Background: an optimization exercise with open tools, aiming at small area, a short achievable clock period and few clock cycles per item. Do not read the settings as production practice.
Where RTL was checked, it was by simulation tests only, not by an equivalence proof against the original.

==> inputs of try-violet <==
## palette_color_quantizer
module palette_color_quantizer
#(
   parameter int PALETTE_DEPTH = 64
) (
   input  wire         clock,
   input  wire         reset,
   input  wire         req_valid,
   output logic        req_stall,
   input  wire  [30:0] req_data,
   output logic        rsp_valid,
   input  wire         rsp_stall,
   output logic [29:0] rsp_data,
   input  wire         csr_valid,
   output logic        csr_ready,
   input  wire  [0:0]  csr_index,
   input  wire  [6:0]  csr_wdata
);
make LEC_CHECK=0 CAP_MARGIN=20 CELL_PAD_IN_SITES_DETAIL_PLACEMENT=1 CORE_MARGIN=2 CORE_UTILIZATION=35 PLACE_DENSITY=0.5 SETUP_SLACK_MARGIN=2.1 SLEW_MARGIN=20 finish   # period 5.0 ns
run.sh (not shown) runs the stock make flow with config.mk's settings and CLKGATE_MAP_FILE= SYNTH_SCRIPT=/design/flow/synth_recipe.tcl, a recipe that flattens the netlist after the stock synthesis.
==> try-garnet: changes against try-violet <==
--- a/flow/design.v
+++ b/flow/design.v
@@ -387,21 +387,17 @@
    wire u_w57 = (u_w21 & u_w22) | (u_w21 & b_ff[53]) | (u_w22 & b_ff[53]);
    wire u_w58 = u_w23 ^ u_w24 ^ b_ff[57];
    wire u_w59 = (u_w23 & u_w24) | (u_w23 & b_ff[57]) | (u_w24 & b_ff[57]);
    wire u_w60 = u_w25 ^ u_w26 ^ b_ff[61];
    wire u_w61 = (u_w25 & u_w26) | (u_w25 & b_ff[61]) | (u_w26 & b_ff[61]);
    wire u_w62 = u_w27 ^ u_w28 ^ b_ff[65];
    wire u_w63 = (u_w27 & u_w28) | (u_w27 & b_ff[65]) | (u_w28 & b_ff[65]);
-   logic [DIST_W-1:0] r0_ff, r1_ff;
    always_ff @(posedge clock) begin
-      r0_ff <= {u_w61, u_w59, u_w57, u_w55, u_w53, u_w51, u_w49, u_w47, u_w45, u_w43, u_w41, u_w39, u_w37, u_w35, u_w33, u_w32, u_w31, u_w30};
-      r1_ff <= {u_w62, u_w60, u_w58, u_w56, u_w54, u_w52, u_w50, u_w48, u_w46, u_w44, u_w42, u_w40, u_w38, u_w36, u_w34, b_ff[5], 1'b0, b_ff[2]};
-   end
-   always_ff @(posedge clock) begin
-      dist_ff <= r0_ff + r1_ff;
+      dist_ff <= {u_w61, u_w59, u_w57, u_w55, u_w53, u_w51, u_w49, u_w47, u_w45, u_w43, u_w41, u_w39, u_w37, u_w35, u_w33, u_w32, u_w31, u_w30} +
+                 {u_w62, u_w60, u_w58, u_w56, u_w54, u_w52, u_w50, u_w48, u_w46, u_w44, u_w42, u_w40, u_w38, u_w36, u_w34, b_ff[5], 1'b0, b_ff[2]};
    end
    assign dsq = dist_ff;
 endmodule
 `default_nettype wire
 `default_nettype none
 import pcq_pkg::*;
 module palette_color_quantizer
@@ -418,25 +414,24 @@
    output logic [29:0] rsp_data,
    input  wire         csr_valid,
    output logic        csr_ready,
    input  wire  [0:0]  csr_index,
    input  wire  [6:0]  csr_wdata
 );
    localparam int P    = 16;       
-   localparam int F    = 9;        
+   localparam int F    = 8;        
    logic [MODE_W-1:0]   color_mode_ff;
    logic [COUNT_W-1:0]  palette_count_ff;
    logic [6:0]          search_n;         
    logic [1:0]            last_row;         
    logic                pal_mode;
    logic [30:0]         rq_ff;
    logic                rq_v_ff;
    logic                stall_ff;
    logic [1:0]            row_ff;
-   logic [1:0]            rowc_ff [0:3];    
    logic [COLOR_W-1:0]  rq_color;
    logic                rq_write;
    logic                cap;
    logic                issue;
    logic                issue_last;
    logic                wr_now;
    logic                rq_v_in;
@@ -449,17 +444,14 @@
    logic [DIST_W-1:0]   dist_c [0:P-1];
    logic             ka_v, ka_first, ka_last;
    logic [1:0]       ka_row;
    logic [4:0]       ka_lim;
    logic             kb_v, kb_first, kb_last;
    logic [1:0]       kb_row;
    logic [4:0]       kb_lim;
-   logic             kb2_v, kb2_first, kb2_last;
-   logic [1:0]       kb2_row;
-   logic [4:0]       kb2_lim;
    logic             kc_v, kc_first, kc_last;
    logic [1:0]       kc_row;
    logic [4:0]       kc_lim;
    logic             kt2_v, kt2_first, kt2_last;
    logic [1:0]       kt2_row;
    logic [4:0]       kt2_lim;
    logic             ke_v, ke_first, ke_last;
@@ -530,16 +522,14 @@
    logic [F-1:0]        fv_ff;
    logic                push;
    logic                load;
    logic                rsp_valid_ff;
    logic [29:0]         rsp_data_ff;
    logic [29:0]         rsp_data_in;
    logic [COLOR_W-1:0]  np_color_ff;
-   logic [63:0]         head_oh;
-   logic [COLOR_W-1:0]  head_color;
    assign rq_color = rq_ff[29:6];
    assign rq_write = rq_ff[30];
    assign pal_mode = (color_mode_ff == MODE_PALETTE);
    localparam int POST_T1 = POST_STEP - POST_BIAS;
    localparam int POST_T2 = 2 * POST_STEP - POST_BIAS;
    localparam int POST_T3 = 3 * POST_STEP - POST_BIAS;
    function automatic logic [CHAN_W-1:0] posterize(input logic [CHAN_W-1:0] c);
@@ -625,36 +615,32 @@
                color_mode_ff <= csr_wdata[MODE_W-1:0];
             end else begin
                palette_count_ff <= csr_wdata;
             end
          end
       end
       row_ff <= row_in;
-      rowc_ff[0] <= row_in ^ 2'd0;
-      rowc_ff[1] <= row_in ^ 2'd1;
-      rowc_ff[2] <= row_in ^ 2'd2;
-      rowc_ff[3] <= row_in ^ 2'd3;
    end
    always_comb begin
-         ent[0] = palette_mem[{rowc_ff[0] ^ 2'd0, 4'd0}];
-         ent[1] = palette_mem[{rowc_ff[0] ^ 2'd0, 4'd1}];
-         ent[2] = palette_mem[{rowc_ff[0] ^ 2'd0, 4'd2}];
-         ent[3] = palette_mem[{rowc_ff[0] ^ 2'd0, 4'd3}];
-         ent[4] = palette_mem[{rowc_ff[1] ^ 2'd1, 4'd4}];
-         ent[5] = palette_mem[{rowc_ff[1] ^ 2'd1, 4'd5}];
-         ent[6] = palette_mem[{rowc_ff[1] ^ 2'd1, 4'd6}];
-         ent[7] = palette_mem[{rowc_ff[1] ^ 2'd1, 4'd7}];
-         ent[8] = palette_mem[{rowc_ff[2] ^ 2'd2, 4'd8}];
-         ent[9] = palette_mem[{rowc_ff[2] ^ 2'd2, 4'd9}];
-         ent[10] = palette_mem[{rowc_ff[2] ^ 2'd2, 4'd10}];
-         ent[11] = palette_mem[{rowc_ff[2] ^ 2'd2, 4'd11}];
-         ent[12] = palette_mem[{rowc_ff[3] ^ 2'd3, 4'd12}];
-         ent[13] = palette_mem[{rowc_ff[3] ^ 2'd3, 4'd13}];
-         ent[14] = palette_mem[{rowc_ff[3] ^ 2'd3, 4'd14}];
-         ent[15] = palette_mem[{rowc_ff[3] ^ 2'd3, 4'd15}];
+         ent[0] = palette_mem[{row_ff, 4'd0}];
+         ent[1] = palette_mem[{row_ff, 4'd1}];
+         ent[2] = palette_mem[{row_ff, 4'd2}];
+         ent[3] = palette_mem[{row_ff, 4'd3}];
+         ent[4] = palette_mem[{row_ff, 4'd4}];
+         ent[5] = palette_mem[{row_ff, 4'd5}];
+         ent[6] = palette_mem[{row_ff, 4'd6}];
+         ent[7] = palette_mem[{row_ff, 4'd7}];
+         ent[8] = palette_mem[{row_ff, 4'd8}];
+         ent[9] = palette_mem[{row_ff, 4'd9}];
+         ent[10] = palette_mem[{row_ff, 4'd10}];
+         ent[11] = palette_mem[{row_ff, 4'd11}];
+         ent[12] = palette_mem[{row_ff, 4'd12}];
+         ent[13] = palette_mem[{row_ff, 4'd13}];
+         ent[14] = palette_mem[{row_ff, 4'd14}];
+         ent[15] = palette_mem[{row_ff, 4'd15}];
    end
    pcq_dist u_dist_0 (.clock(clock), .pixel(rq_color), .entry(ent[0]), .dsq(dist_c[0]));
    pcq_dist u_dist_1 (.clock(clock), .pixel(rq_color), .entry(ent[1]), .dsq(dist_c[1]));
    pcq_dist u_dist_2 (.clock(clock), .pixel(rq_color), .entry(ent[2]), .dsq(dist_c[2]));
    pcq_dist u_dist_3 (.clock(clock), .pixel(rq_color), .entry(ent[3]), .dsq(dist_c[3]));
    pcq_dist u_dist_4 (.clock(clock), .pixel(rq_color), .entry(ent[4]), .dsq(dist_c[4]));
    pcq_dist u_dist_5 (.clock(clock), .pixel(rq_color), .entry(ent[5]), .dsq(dist_c[5]));
@@ -668,42 +654,36 @@
    pcq_dist u_dist_13 (.clock(clock), .pixel(rq_color), .entry(ent[13]), .dsq(dist_c[13]));
    pcq_dist u_dist_14 (.clock(clock), .pixel(rq_color), .entry(ent[14]), .dsq(dist_c[14]));
    pcq_dist u_dist_15 (.clock(clock), .pixel(rq_color), .entry(ent[15]), .dsq(dist_c[15]));
    always_ff @(posedge clock) begin
       if (reset) begin
          ka_v <= 1'b0;
          kb_v <= 1'b0;
-         kb2_v <= 1'b0;
          kc_v <= 1'b0;
          kt2_v <= 1'b0;
          ke_v <= 1'b0;
       end else begin
          ka_v <= issue;
          kb_v <= ka_v;
-         kb2_v <= kb_v;
-         kc_v <= kb2_v;
+         kc_v <= kb_v;
          kt2_v <= kc_v;
          ke_v <= kt2_v;
       end
       ka_first <= (row_ff == '0);
       ka_last  <= issue_last;
       ka_row   <= row_ff;
       ka_lim   <= (row_ff == last_row) ? 5'(search_n - 7'({row_ff, 4'd0})) : 5'(P);
       kb_first <= ka_first;
       kb_last  <= ka_last;
       kb_row   <= ka_row;
       kb_lim   <= ka_lim;
-      kb2_first <= kb_first;
-      kb2_last  <= kb_last;
-      kb2_row   <= kb_row;
-      kb2_lim   <= kb_lim;
-      kc_first <= kb2_first;
-      kc_last  <= kb2_last;
-      kc_row   <= kb2_row;
-      kc_lim   <= kb2_lim;
+      kc_first <= kb_first;
+      kc_last  <= kb_last;
+      kc_row   <= kb_row;
+      kc_lim   <= kb_lim;
       kt2_first <= kc_first;
       kt2_last  <= kc_last;
       kt2_row   <= kc_row;
       kt2_lim   <= kc_lim;
       ke_first <= kt2_first;
       ke_last  <= kt2_last;
       ke_row   <= kt2_row;
@@ -860,44 +840,31 @@
       if (load) begin
          if (push && fv_ff[6] && !fv_ff[7]) fq_ff[6] <= acc_i;
          else fq_ff[6] <= fq_ff[7];
       end else if (push && !fv_ff[6] && fv_ff[5]) begin
          fq_ff[6] <= acc_i;
       end
       if (load) begin
-         if (push && fv_ff[7] && !fv_ff[8]) fq_ff[7] <= acc_i;
-         else fq_ff[7] <= fq_ff[8];
+         if (push && fv_ff[7]) fq_ff[7] <= acc_i;
+         else fq_ff[7] <= fq_ff[7];
       end else if (push && !fv_ff[7] && fv_ff[6]) begin
          fq_ff[7] <= acc_i;
       end
-      if (load) begin
-         if (push && fv_ff[8]) fq_ff[8] <= acc_i;
-         else fq_ff[8] <= fq_ff[8];
-      end else if (push && !fv_ff[8] && fv_ff[7]) begin
-         fq_ff[8] <= acc_i;
-      end
    end
    always_ff @(posedge clock) begin
       if (color_mode_ff == MODE_POSTERIZE) begin
          np_color_ff <= {posterize(rq_color[23:16]), posterize(rq_color[15:8]),
                          posterize(rq_color[7:0])};
       end else begin
          np_color_ff <= rq_color;
       end
    end
-   assign head_oh = 64'd1 << fq_ff[0];
-   always_comb begin
-      head_color = '0;
-      for (int j = 0; j < 64; j++) begin
-         head_color = head_color | ({COLOR_W{head_oh[j]}} & palette_mem[j]);
-      end
-   end
    always_comb begin
       if (pal_mode) begin
-         rsp_data_in = {head_color, fq_ff[0]};
+         rsp_data_in = {palette_mem[fq_ff[0]], fq_ff[0]};
       end else begin
          rsp_data_in = {np_color_ff, 6'd0};
       end
    end
    always_ff @(posedge clock) begin
       if (reset) begin
          rsp_valid_ff <= 1'b0;
--- a/flow/config.mk
+++ b/flow/config.mk
@@ -6,9 +6,9 @@
 export NUM_CORES = 4
 export LEC_CHECK = 0
 export CAP_MARGIN = 20
 export CELL_PAD_IN_SITES_DETAIL_PLACEMENT = 1
 export CORE_MARGIN = 2
 export CORE_UTILIZATION = 35
 export PLACE_DENSITY = 0.5
-export SETUP_SLACK_MARGIN = 2.1
+export SETUP_SLACK_MARGIN = 2.0
 export SLEW_MARGIN = 20
==> try-indigo: changes against try-violet <==
--- a/flow/design.v
+++ b/flow/design.v
@@ -387,21 +387,17 @@
    wire u_w57 = (u_w21 & u_w22) | (u_w21 & b_ff[53]) | (u_w22 & b_ff[53]);
    wire u_w58 = u_w23 ^ u_w24 ^ b_ff[57];
    wire u_w59 = (u_w23 & u_w24) | (u_w23 & b_ff[57]) | (u_w24 & b_ff[57]);
    wire u_w60 = u_w25 ^ u_w26 ^ b_ff[61];
    wire u_w61 = (u_w25 & u_w26) | (u_w25 & b_ff[61]) | (u_w26 & b_ff[61]);
    wire u_w62 = u_w27 ^ u_w28 ^ b_ff[65];
    wire u_w63 = (u_w27 & u_w28) | (u_w27 & b_ff[65]) | (u_w28 & b_ff[65]);
-   logic [DIST_W-1:0] r0_ff, r1_ff;
    always_ff @(posedge clock) begin
-      r0_ff <= {u_w61, u_w59, u_w57, u_w55, u_w53, u_w51, u_w49, u_w47, u_w45, u_w43, u_w41, u_w39, u_w37, u_w35, u_w33, u_w32, u_w31, u_w30};
-      r1_ff <= {u_w62, u_w60, u_w58, u_w56, u_w54, u_w52, u_w50, u_w48, u_w46, u_w44, u_w42, u_w40, u_w38, u_w36, u_w34, b_ff[5], 1'b0, b_ff[2]};
-   end
-   always_ff @(posedge clock) begin
-      dist_ff <= r0_ff + r1_ff;
+      dist_ff <= {u_w61, u_w59, u_w57, u_w55, u_w53, u_w51, u_w49, u_w47, u_w45, u_w43, u_w41, u_w39, u_w37, u_w35, u_w33, u_w32, u_w31, u_w30} +
+                 {u_w62, u_w60, u_w58, u_w56, u_w54, u_w52, u_w50, u_w48, u_w46, u_w44, u_w42, u_w40, u_w38, u_w36, u_w34, b_ff[5], 1'b0, b_ff[2]};
    end
    assign dsq = dist_ff;
 endmodule
 `default_nettype wire
 `default_nettype none
 import pcq_pkg::*;
 module palette_color_quantizer
@@ -418,25 +414,24 @@
    output logic [29:0] rsp_data,
    input  wire         csr_valid,
    output logic        csr_ready,
    input  wire  [0:0]  csr_index,
    input  wire  [6:0]  csr_wdata
 );
    localparam int P    = 16;       
-   localparam int F    = 9;        
+   localparam int F    = 8;        
    logic [MODE_W-1:0]   color_mode_ff;
    logic [COUNT_W-1:0]  palette_count_ff;
    logic [6:0]          search_n;         
    logic [1:0]            last_row;         
    logic                pal_mode;
    logic [30:0]         rq_ff;
    logic                rq_v_ff;
    logic                stall_ff;
    logic [1:0]            row_ff;
-   logic [1:0]            rowc_ff [0:3];    
    logic [COLOR_W-1:0]  rq_color;
    logic                rq_write;
    logic                cap;
    logic                issue;
    logic                issue_last;
    logic                wr_now;
    logic                rq_v_in;
@@ -449,17 +444,14 @@
    logic [DIST_W-1:0]   dist_c [0:P-1];
    logic             ka_v, ka_first, ka_last;
    logic [1:0]       ka_row;
    logic [4:0]       ka_lim;
    logic             kb_v, kb_first, kb_last;
    logic [1:0]       kb_row;
    logic [4:0]       kb_lim;
-   logic             kb2_v, kb2_first, kb2_last;
-   logic [1:0]       kb2_row;
-   logic [4:0]       kb2_lim;
    logic             kc_v, kc_first, kc_last;
    logic [1:0]       kc_row;
    logic [4:0]       kc_lim;
    logic             kt2_v, kt2_first, kt2_last;
    logic [1:0]       kt2_row;
    logic [4:0]       kt2_lim;
    logic             ke_v, ke_first, ke_last;
@@ -530,16 +522,14 @@
    logic [F-1:0]        fv_ff;
    logic                push;
    logic                load;
    logic                rsp_valid_ff;
    logic [29:0]         rsp_data_ff;
    logic [29:0]         rsp_data_in;
    logic [COLOR_W-1:0]  np_color_ff;
-   logic [63:0]         head_oh;
-   logic [COLOR_W-1:0]  head_color;
    assign rq_color = rq_ff[29:6];
    assign rq_write = rq_ff[30];
    assign pal_mode = (color_mode_ff == MODE_PALETTE);
    localparam int POST_T1 = POST_STEP - POST_BIAS;
    localparam int POST_T2 = 2 * POST_STEP - POST_BIAS;
    localparam int POST_T3 = 3 * POST_STEP - POST_BIAS;
    function automatic logic [CHAN_W-1:0] posterize(input logic [CHAN_W-1:0] c);
@@ -625,36 +615,32 @@
                color_mode_ff <= csr_wdata[MODE_W-1:0];
             end else begin
                palette_count_ff <= csr_wdata;
             end
          end
       end
       row_ff <= row_in;
-      rowc_ff[0] <= row_in ^ 2'd0;
-      rowc_ff[1] <= row_in ^ 2'd1;
-      rowc_ff[2] <= row_in ^ 2'd2;
-      rowc_ff[3] <= row_in ^ 2'd3;
    end
    always_comb begin
-         ent[0] = palette_mem[{rowc_ff[0] ^ 2'd0, 4'd0}];
-         ent[1] = palette_mem[{rowc_ff[0] ^ 2'd0, 4'd1}];
-         ent[2] = palette_mem[{rowc_ff[0] ^ 2'd0, 4'd2}];
-         ent[3] = palette_mem[{rowc_ff[0] ^ 2'd0, 4'd3}];
-         ent[4] = palette_mem[{rowc_ff[1] ^ 2'd1, 4'd4}];
-         ent[5] = palette_mem[{rowc_ff[1] ^ 2'd1, 4'd5}];
-         ent[6] = palette_mem[{rowc_ff[1] ^ 2'd1, 4'd6}];
-         ent[7] = palette_mem[{rowc_ff[1] ^ 2'd1, 4'd7}];
-         ent[8] = palette_mem[{rowc_ff[2] ^ 2'd2, 4'd8}];
-         ent[9] = palette_mem[{rowc_ff[2] ^ 2'd2, 4'd9}];
-         ent[10] = palette_mem[{rowc_ff[2] ^ 2'd2, 4'd10}];
-         ent[11] = palette_mem[{rowc_ff[2] ^ 2'd2, 4'd11}];
-         ent[12] = palette_mem[{rowc_ff[3] ^ 2'd3, 4'd12}];
-         ent[13] = palette_mem[{rowc_ff[3] ^ 2'd3, 4'd13}];
-         ent[14] = palette_mem[{rowc_ff[3] ^ 2'd3, 4'd14}];
-         ent[15] = palette_mem[{rowc_ff[3] ^ 2'd3, 4'd15}];
+         ent[0] = palette_mem[{row_ff, 4'd0}];
+         ent[1] = palette_mem[{row_ff, 4'd1}];
+         ent[2] = palette_mem[{row_ff, 4'd2}];
+         ent[3] = palette_mem[{row_ff, 4'd3}];
+         ent[4] = palette_mem[{row_ff, 4'd4}];
+         ent[5] = palette_mem[{row_ff, 4'd5}];
+         ent[6] = palette_mem[{row_ff, 4'd6}];
+         ent[7] = palette_mem[{row_ff, 4'd7}];
+         ent[8] = palette_mem[{row_ff, 4'd8}];
+         ent[9] = palette_mem[{row_ff, 4'd9}];
+         ent[10] = palette_mem[{row_ff, 4'd10}];
+         ent[11] = palette_mem[{row_ff, 4'd11}];
+         ent[12] = palette_mem[{row_ff, 4'd12}];
+         ent[13] = palette_mem[{row_ff, 4'd13}];
+         ent[14] = palette_mem[{row_ff, 4'd14}];
+         ent[15] = palette_mem[{row_ff, 4'd15}];
    end
    pcq_dist u_dist_0 (.clock(clock), .pixel(rq_color), .entry(ent[0]), .dsq(dist_c[0]));
    pcq_dist u_dist_1 (.clock(clock), .pixel(rq_color), .entry(ent[1]), .dsq(dist_c[1]));
    pcq_dist u_dist_2 (.clock(clock), .pixel(rq_color), .entry(ent[2]), .dsq(dist_c[2]));
    pcq_dist u_dist_3 (.clock(clock), .pixel(rq_color), .entry(ent[3]), .dsq(dist_c[3]));
    pcq_dist u_dist_4 (.clock(clock), .pixel(rq_color), .entry(ent[4]), .dsq(dist_c[4]));
    pcq_dist u_dist_5 (.clock(clock), .pixel(rq_color), .entry(ent[5]), .dsq(dist_c[5]));
@@ -668,42 +654,36 @@
    pcq_dist u_dist_13 (.clock(clock), .pixel(rq_color), .entry(ent[13]), .dsq(dist_c[13]));
    pcq_dist u_dist_14 (.clock(clock), .pixel(rq_color), .entry(ent[14]), .dsq(dist_c[14]));
    pcq_dist u_dist_15 (.clock(clock), .pixel(rq_color), .entry(ent[15]), .dsq(dist_c[15]));
    always_ff @(posedge clock) begin
       if (reset) begin
          ka_v <= 1'b0;
          kb_v <= 1'b0;
-         kb2_v <= 1'b0;
          kc_v <= 1'b0;
          kt2_v <= 1'b0;
          ke_v <= 1'b0;
       end else begin
          ka_v <= issue;
          kb_v <= ka_v;
-         kb2_v <= kb_v;
-         kc_v <= kb2_v;
+         kc_v <= kb_v;
          kt2_v <= kc_v;
          ke_v <= kt2_v;
       end
       ka_first <= (row_ff == '0);
       ka_last  <= issue_last;
       ka_row   <= row_ff;
       ka_lim   <= (row_ff == last_row) ? 5'(search_n - 7'({row_ff, 4'd0})) : 5'(P);
       kb_first <= ka_first;
       kb_last  <= ka_last;
       kb_row   <= ka_row;
       kb_lim   <= ka_lim;
-      kb2_first <= kb_first;
-      kb2_last  <= kb_last;
-      kb2_row   <= kb_row;
-      kb2_lim   <= kb_lim;
-      kc_first <= kb2_first;
-      kc_last  <= kb2_last;
-      kc_row   <= kb2_row;
-      kc_lim   <= kb2_lim;
+      kc_first <= kb_first;
+      kc_last  <= kb_last;
+      kc_row   <= kb_row;
+      kc_lim   <= kb_lim;
       kt2_first <= kc_first;
       kt2_last  <= kc_last;
       kt2_row   <= kc_row;
       kt2_lim   <= kc_lim;
       ke_first <= kt2_first;
       ke_last  <= kt2_last;
       ke_row   <= kt2_row;
@@ -860,44 +840,31 @@
       if (load) begin
          if (push && fv_ff[6] && !fv_ff[7]) fq_ff[6] <= acc_i;
          else fq_ff[6] <= fq_ff[7];
       end else if (push && !fv_ff[6] && fv_ff[5]) begin
          fq_ff[6] <= acc_i;
       end
       if (load) begin
-         if (push && fv_ff[7] && !fv_ff[8]) fq_ff[7] <= acc_i;
-         else fq_ff[7] <= fq_ff[8];
+         if (push && fv_ff[7]) fq_ff[7] <= acc_i;
+         else fq_ff[7] <= fq_ff[7];
       end else if (push && !fv_ff[7] && fv_ff[6]) begin
          fq_ff[7] <= acc_i;
       end
-      if (load) begin
-         if (push && fv_ff[8]) fq_ff[8] <= acc_i;
-         else fq_ff[8] <= fq_ff[8];
-      end else if (push && !fv_ff[8] && fv_ff[7]) begin
-         fq_ff[8] <= acc_i;
-      end
    end
    always_ff @(posedge clock) begin
       if (color_mode_ff == MODE_POSTERIZE) begin
          np_color_ff <= {posterize(rq_color[23:16]), posterize(rq_color[15:8]),
                          posterize(rq_color[7:0])};
       end else begin
          np_color_ff <= rq_color;
       end
    end
-   assign head_oh = 64'd1 << fq_ff[0];
-   always_comb begin
-      head_color = '0;
-      for (int j = 0; j < 64; j++) begin
-         head_color = head_color | ({COLOR_W{head_oh[j]}} & palette_mem[j]);
-      end
-   end
    always_comb begin
       if (pal_mode) begin
-         rsp_data_in = {head_color, fq_ff[0]};
+         rsp_data_in = {palette_mem[fq_ff[0]], fq_ff[0]};
       end else begin
          rsp_data_in = {np_color_ff, 6'd0};
       end
    end
    always_ff @(posedge clock) begin
       if (reset) begin
          rsp_valid_ff <= 1'b0;
--- a/flow/config.mk
+++ b/flow/config.mk
@@ -6,9 +6,8 @@
 export NUM_CORES = 4
 export LEC_CHECK = 0
 export CAP_MARGIN = 20
 export CELL_PAD_IN_SITES_DETAIL_PLACEMENT = 1
 export CORE_MARGIN = 2
 export CORE_UTILIZATION = 35
 export PLACE_DENSITY = 0.5
-export SETUP_SLACK_MARGIN = 2.1
 export SLEW_MARGIN = 20
==> impl_results.md <==
- Total core area: roughly 600,000 sq um
- Portion of the layout cell area used by clock cells: 0.06254
- Result of the run: complete, no violations
- Worst-case hold path end point: u_dist_12.r1_ff[2]
- Fin cells: 27,170
- Inst Count DP: between 20,000 and 30,000
- Top cell type by total area after synthesis: sky130_fd_sc_hd__dfxtp_1
- Fraction of the mapped netlist area in compound gates: 0.08653
# the run above: try-violet

==> impl_results.md <==
- Total core area: 580,900 sq um
- Portion of the layout cell area used by clock cells: 0.05910
- Post-synth top cells: 1,969 x sky130_fd_sc_hd__dfxtp_1, 1,877 x sky130_fd_sc_hd__inv_1, 1,663 x sky130_fd_sc_hd__edfxtp_1
- Result of the run: complete, no violations
- Fraction of the mapped netlist area in compound gates: 0.05602
- Fin cells: between 20,000 and 25,000
- Inst Count DP: 23,410
- Largest net degree at the start of global routing: 93
- Top cell type by total area after synthesis: sky130_fd_sc_hd__edfxtp_1
# the run above: try-indigo

==> impl_results.md <==
- Portion of the layout cell area used by clock cells: 0.05684
- Fraction of the mapped netlist area in compound gates: 0.05602
- Area share of the largest cell type after synthesis: 0.2451
- Result of the run: complete, no violations
- Library cell used as clock root buffer: sky130_fd_sc_hd__clkbuf_16
- Total core area: ~580,000 sq um
- Inst Count DP: about 23,000
- Worst-case hold path end point: kb_lim[2]
- Top cell type by total area after synthesis: sky130_fd_sc_hd__edfxtp_1
# the run above: try-garnet

Testbench counts of try-garnet, summed over its fixed seeds: cycles 11,168, pixels 4,096.
Testbench counts of try-indigo, summed over its fixed seeds: cycles 11,168, pixels 4,096.
No functional check of the RTL was part of try-violet.

separate check: timing with driven ports:
No port has a modelled driver above. Below, the same layouts with a new extraction and two added sets of constraints.
Step 1 (the two cells are an assumption about what drives the block):
set clk [get_ports {clock}]
set_driving_cell -lib_cell sky130_fd_sc_hd__clkbuf_16 $clk
set_driving_cell -lib_cell sky130_fd_sc_hd__buf_2 [delete_from_list [all_inputs] $clk]
Step 2 times the ports against the registers' clock, not the clock port: input delays grow and output delays shrink by t, the midpoint of the rising clock arrivals with the driver on.
Slacks: ideal ports / drivers / drivers and shift; pairs: ideal ports / drivers.
run | t (ns) | slack for setup (ns) | worst setup path after step 2 | latest minus earliest clock arrival (ns) | pins driven straight from the clock port
try-violet | 1.192 | 1.659 / 1.531 / 1.557 | input to register | 0.141 / 0.142 | 1
try-garnet | 1.151 | 1.486 / 1.486 / 1.486 | register to register | 0.157 / 0.157 | 1
try-indigo | 1.147 | 0.682 / 0.682 / 0.682 | register to register | 0.101 / 0.101 | 1
After both steps setup and hold are still met in every run listed. The setup slack of try-violet, which loses most, moves by -0.128 ns with the drivers and by -0.102 ns with both steps.
